What follows belongs to an exercise in optimizing a design on an open flow for small area, a short achievable clock period and few clock cycles; a production flow would make more cautious choices. At most, simulation tests tie the RTL to the original design; equivalence was not proved. No activity file was given, so power comes from the tool's default toggle rates.

==> fjord: inputs <==
## ahb_master
module ahb_master
(
    input  logic   i_clk,
    input  logic   i_reset_n,
    input  logic   i_req_valid,
    input  logic   i_req_read,
    input  master_pkg::addr_t  i_req_addr,
    input  master_pkg::len_t   i_req_len,
    output logic   o_req_ready,
    input  logic   i_wdata_valid,
    input  master_pkg::data_t  i_wdata,
    output logic   o_wdata_ready,
    output logic   o_rdata_valid,
    output master_pkg::data_t  o_rdata,
    input  logic   i_rdata_ready,
    output logic   o_hsel,
    output master_pkg::addr_t  o_haddr,
    output ahb_pkg::trans_t o_htrans,
    output ahb_pkg::burst_t o_hburst,
    output logic   o_hwrite,
    output master_pkg::data_t  o_hwdata,
    input  master_pkg::data_t  i_hrdata,
    input  logic   i_hready
);
clock: 4.5 ns
lec_check: 0
abc_area: 0
cap_margin: 20
core_margin: 2
core_utilization: 40
setup_slack_margin: 1.8
slew_margin: 20
standard.sh (not shown) runs the stock make flow with config.mk's settings and CLKGATE_MAP_FILE= SYNTH_SCRIPT=/design/flow/synth_recipe.tcl, a recipe that flattens the netlist after the stock synthesis.
==> flow/flow/run.sh <==
#!/bin/bash
# Standard layout; ports buffered with the smallest buffer, sizing free to change footprints
bash standard.sh BUFFER_PORTS_ARGS="-buffer_cell sky130_fd_sc_hd__buf_1" MATCH_CELL_FOOTPRINT=0 finish > standard.log 2>&1
==> tundra (differences from fjord) <==
--- a/flow/config.mk
+++ b/flow/config.mk
@@ -6,8 +6,8 @@
 export NUM_CORES = 4
 export LEC_CHECK = 0
-export ABC_AREA = 0
+export ABC_AREA = 1
 export CAP_MARGIN = 20
 export CORE_MARGIN = 2
 export CORE_UTILIZATION = 40
-export SETUP_SLACK_MARGIN = 1.8
+export SETUP_SLACK_MARGIN = 1.85
 export SLEW_MARGIN = 20
==> xenon (differences from fjord) <==
==> flow/flow/run.sh (replaced) <==
#!/bin/bash
# Standard layout; ports buffered with the smallest buffer, sizing free to change footprints
bash standard.sh BUFFER_PORTS_ARGS="-buffer_cell sky130_fd_sc_hd__buf_1" MATCH_CELL_FOOTPRINT=0 RECOVER_POWER=100 finish > standard.log 2>&1
--- a/flow/config.mk
+++ b/flow/config.mk
@@ -6,5 +6,5 @@
 export NUM_CORES = 4
 export LEC_CHECK = 0
-export ABC_AREA = 0
+export ABC_AREA = 1
 export CAP_MARGIN = 20
 export CORE_MARGIN = 2
==> results.txt <==
- The run finished with no timing, DRC or antenna violations.
- The synthesized instance count is between 300 and 400.
- The final worst-path setup slack is ~1200 ps.
- The total of fill cells in the finished design is 937.
- The capturing element type of the critical path is a flip-flop.
- The clock arrives with around 12 ps of skew.
- Dividing the detail-routed via count by the number of cells gives roughly 4.4.
- Across the VDD grid, the largest voltage drop is between 0.0001 and 0.00015 V.
- The multi-input combinational cell area is between 800 and 900 µm².
- In this run the critical register-to-register path is launched from u_rd_buf.held_q.
- The area fraction in and, or, nand and nor cells after synthesis is 17.87%.
- The die covers 10610 µm².
- The worst max-slew margin expressed relative to the limit is a little under three fifths.
- The number of logic inverters in the finished layout is 19.
[end of results for xenon]
==> results.txt <==
- The total of fill cells in the finished design is approximately 920.
- The setup clock skew after layout is roughly 12 ps.
- The most instantiated flip-flop cell in the synthesis netlist is edfxtp_1.
- The run finished with no timing, DRC or antenna violations.
- After layout, the worst setup slack is approximately 1900 ps.
- The highest ir drop seen on vdd is around 0.00015 V.
- The capturing element type of the critical path is a primary output.
- Synthesis produced a netlist whose cell count is between 300 and 400.
- In this run the tightest slew margin relative to its limit is a little over half.
- The die footprint is 10610 µm².
- The area fraction in and, or, nand and nor cells after synthesis is ~18%.
- The number of logic inverters in the finished layout is 19.
- After detailed routing, the number of vias per cell comes to between 4 and 5.
[end of results for tundra]
==> results.txt <==
- The run finished with no timing, DRC or antenna violations.
- The die footprint is 10620 µm².
- The startpoint identified for the worst register-to-register timing path is u_ctrl.rem_q[0].
- The number of logic inverters in the finished layout is 7.
- IR analysis of the VDD net gives a maximum drop of about 0.00017 V.
- The multi-input combinational cell area is approximately 950 µm².
- The total of fill cells in the finished design is 883.
- Headroom to the max-slew limit came out at between 30% and 40%.
- Synthesis produced a netlist whose cell count is approximately 230.
[end of results for fjord]
Testbench counts of fjord, summed over its fixed seeds: cycles 15,561.
Testbench counts of tundra, summed over its fixed seeds: cycles 15,561.
Testbench counts of xenon, summed over its fixed seeds: cycles 15,561.


==> maple: inputs <==
==> flow/design.v <==
package ahb_pkg;
    typedef logic [1:0] trans_t;
    localparam trans_t HTRANS_IDLE   = 2'b00;
    localparam trans_t HTRANS_BUSY   = 2'b01;    
    localparam trans_t HTRANS_NONSEQ = 2'b10;    
    localparam trans_t HTRANS_SEQ    = 2'b11;
    typedef logic [2:0] burst_t;
    localparam burst_t HBURST_SINGLE = 3'b000;
    localparam burst_t HBURST_INCR   = 3'b001;   
    localparam burst_t HBURST_INCR4  = 3'b011;
    localparam burst_t HBURST_INCR8  = 3'b101;
    localparam burst_t HBURST_INCR16 = 3'b111;
    localparam int WORD_STEP = 4;
endpackage
package master_pkg;
    localparam int ADDR_W = 32;
    localparam int DATA_W = 32;
    localparam int LEN_W = 4;    
    typedef logic [ADDR_W-1:0] addr_t;
    typedef logic [DATA_W-1:0] data_t;
    typedef logic [LEN_W-1:0]  len_t;
endpackage
`timescale 1ns/1ps
module beat_fifo
(
    input  logic   i_clk,
    input  logic   i_reset_n,
    input  logic   i_load,
    input  logic   i_keep,
    input  master_pkg::data_t  i_data,
    input  logic   i_pop,
    output master_pkg::data_t  o_data,
    output logic   o_held
);
    master_pkg::data_t word_q;
    logic held_q;
    assign o_data = word_q;
    assign o_held = held_q;
    always_ff @(posedge i_clk) begin
        if (i_load) begin
            word_q <= i_data;
        end
    end
    always_ff @(posedge i_clk or negedge i_reset_n) begin
        if (!i_reset_n) begin
            held_q <= 1'b0;
        end else begin
            held_q <= i_keep || (held_q && !i_pop);
        end
    end
endmodule
`timescale 1ns/1ps
module ahb_txn_ctrl
(
    input  logic   i_clk,
    input  logic   i_reset_n,
    input  logic   i_req_valid,
    input  logic   i_req_read,
    input  master_pkg::addr_t  i_req_addr,
    input  master_pkg::len_t   i_req_len,
    output logic   o_req_ready,
    input  logic   i_wr_ok,                
    input  logic   i_rd_ok,                
    output logic   o_dp_wr,                
    output logic   o_dp_rd,                
    input  logic   i_hready,
    output logic   o_hsel,
    output master_pkg::addr_t  o_haddr,
    output ahb_pkg::trans_t o_htrans,
    output ahb_pkg::burst_t o_hburst,
    output logic   o_hwrite
);
    logic          ld_q, st_q, dpv_q, dpw_q, hwrite_q, shown_q;
    logic [2:0]    hburst_q;
    logic [3:0]    rem_q;
    logic [29:0]   haddr_q;
    logic can, active, samp, last, done, take;
    assign can    = shown_q || (hwrite_q ? i_wr_ok : i_rd_ok);
    assign active = ld_q && can;
    assign samp   = i_hready && active;
    assign last   = (rem_q == 4'd0);
    assign done   = samp && last;
    assign o_req_ready = !ld_q || done;
    assign take   = i_req_valid && o_req_ready;
    always_ff @(posedge i_clk or negedge i_reset_n) begin
        if (!i_reset_n) begin
            ld_q    <= 1'b0;
            st_q    <= 1'b0;
            dpv_q   <= 1'b0;
            dpw_q   <= 1'b0;
            shown_q <= 1'b0;
        end else begin
            ld_q    <= take || (ld_q && !done);
            st_q    <= !take && !done && (samp || st_q);
            shown_q <= active && !i_hready;
            if (i_hready) begin
                dpv_q <= samp;
                dpw_q <= hwrite_q;
            end
        end
    end
    always_ff @(posedge i_clk) begin
        if (take) begin
            haddr_q  <= i_req_addr[31:2];
            rem_q    <= i_req_len;
            hwrite_q <= !i_req_read;
            case (i_req_len)
                4'd0:    hburst_q <= ahb_pkg::HBURST_SINGLE;
                4'd3:    hburst_q <= ahb_pkg::HBURST_INCR4;
                4'd7:    hburst_q <= ahb_pkg::HBURST_INCR8;
                4'd15:   hburst_q <= ahb_pkg::HBURST_INCR16;
                default: hburst_q <= ahb_pkg::HBURST_INCR;
            endcase
        end else if (samp) begin
            haddr_q[7:0] <= haddr_q[7:0] + 8'd1;    
            rem_q        <= rem_q - 4'd1;
        end
    end
    assign o_dp_wr  = dpv_q && dpw_q;
    assign o_dp_rd  = dpv_q && !dpw_q;
    assign o_htrans = {active, st_q};
    assign o_hsel   = ld_q;
    assign o_haddr  = {haddr_q, 2'b00};
    assign o_hburst = hburst_q;
    assign o_hwrite = hwrite_q;
endmodule
`timescale 1ns/1ps
module ahb_master
(
    input  logic   i_clk,
    input  logic   i_reset_n,
    input  logic   i_req_valid,
    input  logic   i_req_read,
    input  master_pkg::addr_t  i_req_addr,
    input  master_pkg::len_t   i_req_len,
    output logic   o_req_ready,
    input  logic   i_wdata_valid,
    input  master_pkg::data_t  i_wdata,
    output logic   o_wdata_ready,
    output logic   o_rdata_valid,
    output master_pkg::data_t  o_rdata,
    input  logic   i_rdata_ready,
    output logic   o_hsel,
    output master_pkg::addr_t  o_haddr,
    output ahb_pkg::trans_t o_htrans,
    output ahb_pkg::burst_t o_hburst,
    output logic   o_hwrite,
    output master_pkg::data_t  o_hwdata,
    input  master_pkg::data_t  i_hrdata,
    input  logic   i_hready
);
    logic dp_wr, dp_rd;
    logic wr_held, wr_pop, wr_push;
    logic rd_held, rd_in, rd_take;
    logic wr_ok, rd_ok;
    master_pkg::data_t rd_word;
    assign wr_pop        = i_hready && dp_wr;
    assign o_wdata_ready = !wr_held || wr_pop;
    assign wr_push       = i_wdata_valid && o_wdata_ready;
    assign wr_ok         = wr_push || (wr_held && !dp_wr);
    assign rd_in         = i_hready && dp_rd;
    assign o_rdata_valid = rd_held || rd_in;
    assign o_rdata       = rd_held ? rd_word : i_hrdata;
    assign rd_take       = o_rdata_valid && i_rdata_ready;
    assign rd_ok         = (!rd_held && !dp_rd) || rd_take;
    beat_fifo u_wr_buf (
        .i_clk(i_clk), .i_reset_n(i_reset_n),
        .i_load(wr_push), .i_keep(wr_push), .i_data(i_wdata), .i_pop(wr_pop),
        .o_data(o_hwdata), .o_held(wr_held)
    );
    beat_fifo u_rd_buf (
        .i_clk(i_clk), .i_reset_n(i_reset_n),
        .i_load(!rd_held), .i_keep(rd_in && !i_rdata_ready), .i_data(i_hrdata), .i_pop(i_rdata_ready),
        .o_data(rd_word), .o_held(rd_held)
    );
    ahb_txn_ctrl u_ctrl (
        .i_clk(i_clk), .i_reset_n(i_reset_n),
        .i_req_valid(i_req_valid), .i_req_read(i_req_read),
        .i_req_addr(i_req_addr), .i_req_len(i_req_len), .o_req_ready(o_req_ready),
        .i_wr_ok(wr_ok), .i_rd_ok(rd_ok),
        .o_dp_wr(dp_wr), .o_dp_rd(dp_rd),
        .i_hready(i_hready),
        .o_hsel(o_hsel), .o_haddr(o_haddr), .o_htrans(o_htrans),
        .o_hburst(o_hburst), .o_hwrite(o_hwrite)
    );
endmodule
==> flow/flow/run.sh <==
#!/bin/bash
# Standard layout; ports buffered with the smallest buffer, sizing free to change footprints
bash standard.sh BUFFER_PORTS_ARGS="-buffer_cell sky130_fd_sc_hd__buf_1" MATCH_CELL_FOOTPRINT=0 finish > standard.log 2>&1
==> flow/standard.sh <==
#!/bin/bash
# synth_recipe.tcl (not shown) runs the flow's synth.tcl, then flattens the netlist and writes it again
# the make line also repeats each setting of config.mk as NAME=value (left out here)
make -C /OpenROAD-flow-scripts/flow DESIGN_CONFIG=/design/flow/config.mk WORK_HOME=/design/flow/orfs CLKGATE_MAP_FILE= SYNTH_SCRIPT=/design/flow/synth_recipe.tcl "${@:-finish}"
==> flow/config.mk <==
export PLATFORM = sky130hd
export DESIGN_NAME = ahb_master
export DESIGN_NICKNAME = ahb_master
export VERILOG_FILES = /design/flow/design.v
export SDC_FILE = /design/flow/constraint.sdc
export NUM_CORES = 4
export LEC_CHECK = 0
export ABC_AREA = 1
export CAP_MARGIN = 20
export CORE_MARGIN = 2
export CORE_UTILIZATION = 40
export SETUP_SLACK_MARGIN = 1.8
export SLEW_MARGIN = 20
==> flow/constraint.sdc <==
create_clock -name core_clock -period 4.5 [get_ports {i_clk}]
set_input_delay 0.9000 -clock core_clock [delete_from_list [all_inputs] [get_ports {i_clk}]]
set_output_delay 0.9000 -clock core_clock [all_outputs]
set_load 0.01 [all_outputs]
==> cedar (differences from maple) <==
--- a/flow/design.v
+++ b/flow/design.v
@@ -165,7 +165,7 @@
     assign rd_ok         = (!rd_held && !dp_rd) || rd_take;
     beat_fifo u_wr_buf (
         .i_clk(i_clk), .i_reset_n(i_reset_n),
-        .i_load(wr_push), .i_keep(wr_push), .i_data(i_wdata), .i_pop(wr_pop),
+        .i_load(o_wdata_ready), .i_keep(wr_push), .i_data(i_wdata), .i_pop(wr_pop),
         .o_data(o_hwdata), .o_held(wr_held)
     );
     beat_fifo u_rd_buf (
- ABC_AREA: 1 -> 0
- ABC_CLOCK_PERIOD_IN_PS: not set -> 1500
==> garnet (differences from maple) <==
--- a/flow/design.v
+++ b/flow/design.v
@@ -165,7 +165,7 @@
     assign rd_ok         = (!rd_held && !dp_rd) || rd_take;
     beat_fifo u_wr_buf (
         .i_clk(i_clk), .i_reset_n(i_reset_n),
-        .i_load(wr_push), .i_keep(wr_push), .i_data(i_wdata), .i_pop(wr_pop),
+        .i_load(o_wdata_ready), .i_keep(wr_push), .i_data(i_wdata), .i_pop(wr_pop),
         .o_data(o_hwdata), .o_held(wr_held)
     );
     beat_fifo u_rd_buf (
- SETUP_SLACK_MARGIN: 1.8 -> 2.0
==> willow (differences from maple) <==
--- a/flow/design.v
+++ b/flow/design.v
@@ -165,7 +165,7 @@
     assign rd_ok         = (!rd_held && !dp_rd) || rd_take;
     beat_fifo u_wr_buf (
         .i_clk(i_clk), .i_reset_n(i_reset_n),
-        .i_load(wr_push), .i_keep(wr_push), .i_data(i_wdata), .i_pop(wr_pop),
+        .i_load(o_wdata_ready), .i_keep(wr_push), .i_data(i_wdata), .i_pop(wr_pop),
         .o_data(o_hwdata), .o_held(wr_held)
     );
     beat_fifo u_rd_buf (
- PLACE_DENSITY: not set -> 0.8
==> impl_results.md <==
- Status: complete, no violations
- Tot Pwr: 0.002149 W
- Most frequent cells in the layout: buf_1 (200), nand2_1 (139), edfxtp_1 (70)
- Pwr dens: 398.8 nW/um^2
- Worst path max stage delay: approximately 0.13 ns
- Seq pwr share: 0.559
- Setup slack, reg-to-reg: between 2 and 2.5 ns
- Gpl congestion: 0.7450
- Worst-path clk slew: around 0.11 ns
- Fillers: 854
- Buf/Inv on CP: 3
The numbers above come from garnet.

==> impl_results.md <==
- Core area: 9639 um^2
- Most frequent cells in the layout: buf_1 (205), edfxtp_1 (70), mux2_2 (37)
- Seq pwr share: 0.568
- Worst path max stage delay: ~0.35 ns
- Tot Pwr: 0.002156 W
- CTS HTree Levels: 3
- Gpl congestion: 0.7161
- Status: complete, no violations
- Fillers: 883
- Buf/Inv on CP: 3
- Critical Path Fanout Max: 2
The numbers above come from cedar.

==> impl_results.md <==
- Gpl congestion: 0.7413
- Status: complete, no violations
- Setup slack, reg-to-reg: 2.15 ns
- Pwr dens: 411.3 nW/um^2
- Worst path max stage delay: approximately 0.11 ns
- Worst-path clk slew: 0.11 ns
- Tot Pwr: 0.002105 W
- Fillers: just over 900
- Seq pwr share: 0.576
- Most frequent cells in the layout: buf_1 (205), nand2_1 (136), edfxtp_1 (70)
The numbers above come from maple.

==> impl_results.md <==
- Tot Pwr: 0.002142 W
- Pwr dens: 414.5 nW/um^2
- Buf/Inv on CP: 2
- Slew at the pin with the worst max-slew slack: 0.6449 ns
- Cts repair resizes: 12
- Status: complete, no violations
- Setup slack, reg-to-reg: 2.10 ns
- Fillers: 843
- Gpl congestion: 0.7724
The numbers above come from willow.

Testbench counts of cedar, summed over its fixed seeds: cycles 15,561.
Testbench counts of garnet, summed over its fixed seeds: cycles 15,561.
Testbench counts of willow, summed over its fixed seeds: cycles 15,561.
The RTL of maple was laid out without a check of its function.

## re-timing with driven ports
In the flow no input, the clock included, has a driving cell. The finished layouts below were timed again as built, in two steps. Step 1 (the two cells are an assumption about what drives the block):
set clk [get_ports {i_clk}]
set_driving_cell -lib_cell sky130_fd_sc_hd__clkbuf_16 $clk
set_driving_cell -lib_cell sky130_fd_sc_hd__buf_2 [delete_from_list [all_inputs] $clk]
Step 2 also shifts input and output timing later by t, the mid clock arrival at the registers, as if the neighbouring blocks saw the same clock. a / b / c = no drivers / after step 1 / after step 2; a / b = the first two.
| run | t (ns) | slack for setup (ns) | worst setup path after step 2 | worst register clock-pin slew, ns |
|---|---|---|---|---|
| fjord | 0.391 | 1.578 / 1.520 / 1.281 | input to register | 0.12 / 0.12 |
| tundra | 0.386 | 1.932 / 1.880 / 1.677 | input to register | 0.11 / 0.11 |
| xenon | 0.385 | 1.234 / 1.221 / 0.836 | input to register | 0.11 / 0.11 |
| maple | 0.394 | 1.895 / 1.839 / 1.689 | input to register | 0.11 / 0.11 |
| cedar | 0.391 | 1.578 / 1.520 / 1.281 | input to register | 0.12 / 0.12 |
| garnet | 0.396 | 1.947 / 1.872 / 1.718 | input to register | 0.11 / 0.11 |
| willow | 0.390 | 1.896 / 1.856 / 1.681 | input to register | 0.10 / 0.10 |
After both steps every run listed still meets setup and hold. For xenon, which loses most, drivers alone change the setup slack by -0.013 ns; drivers and shift together by -0.398 ns.
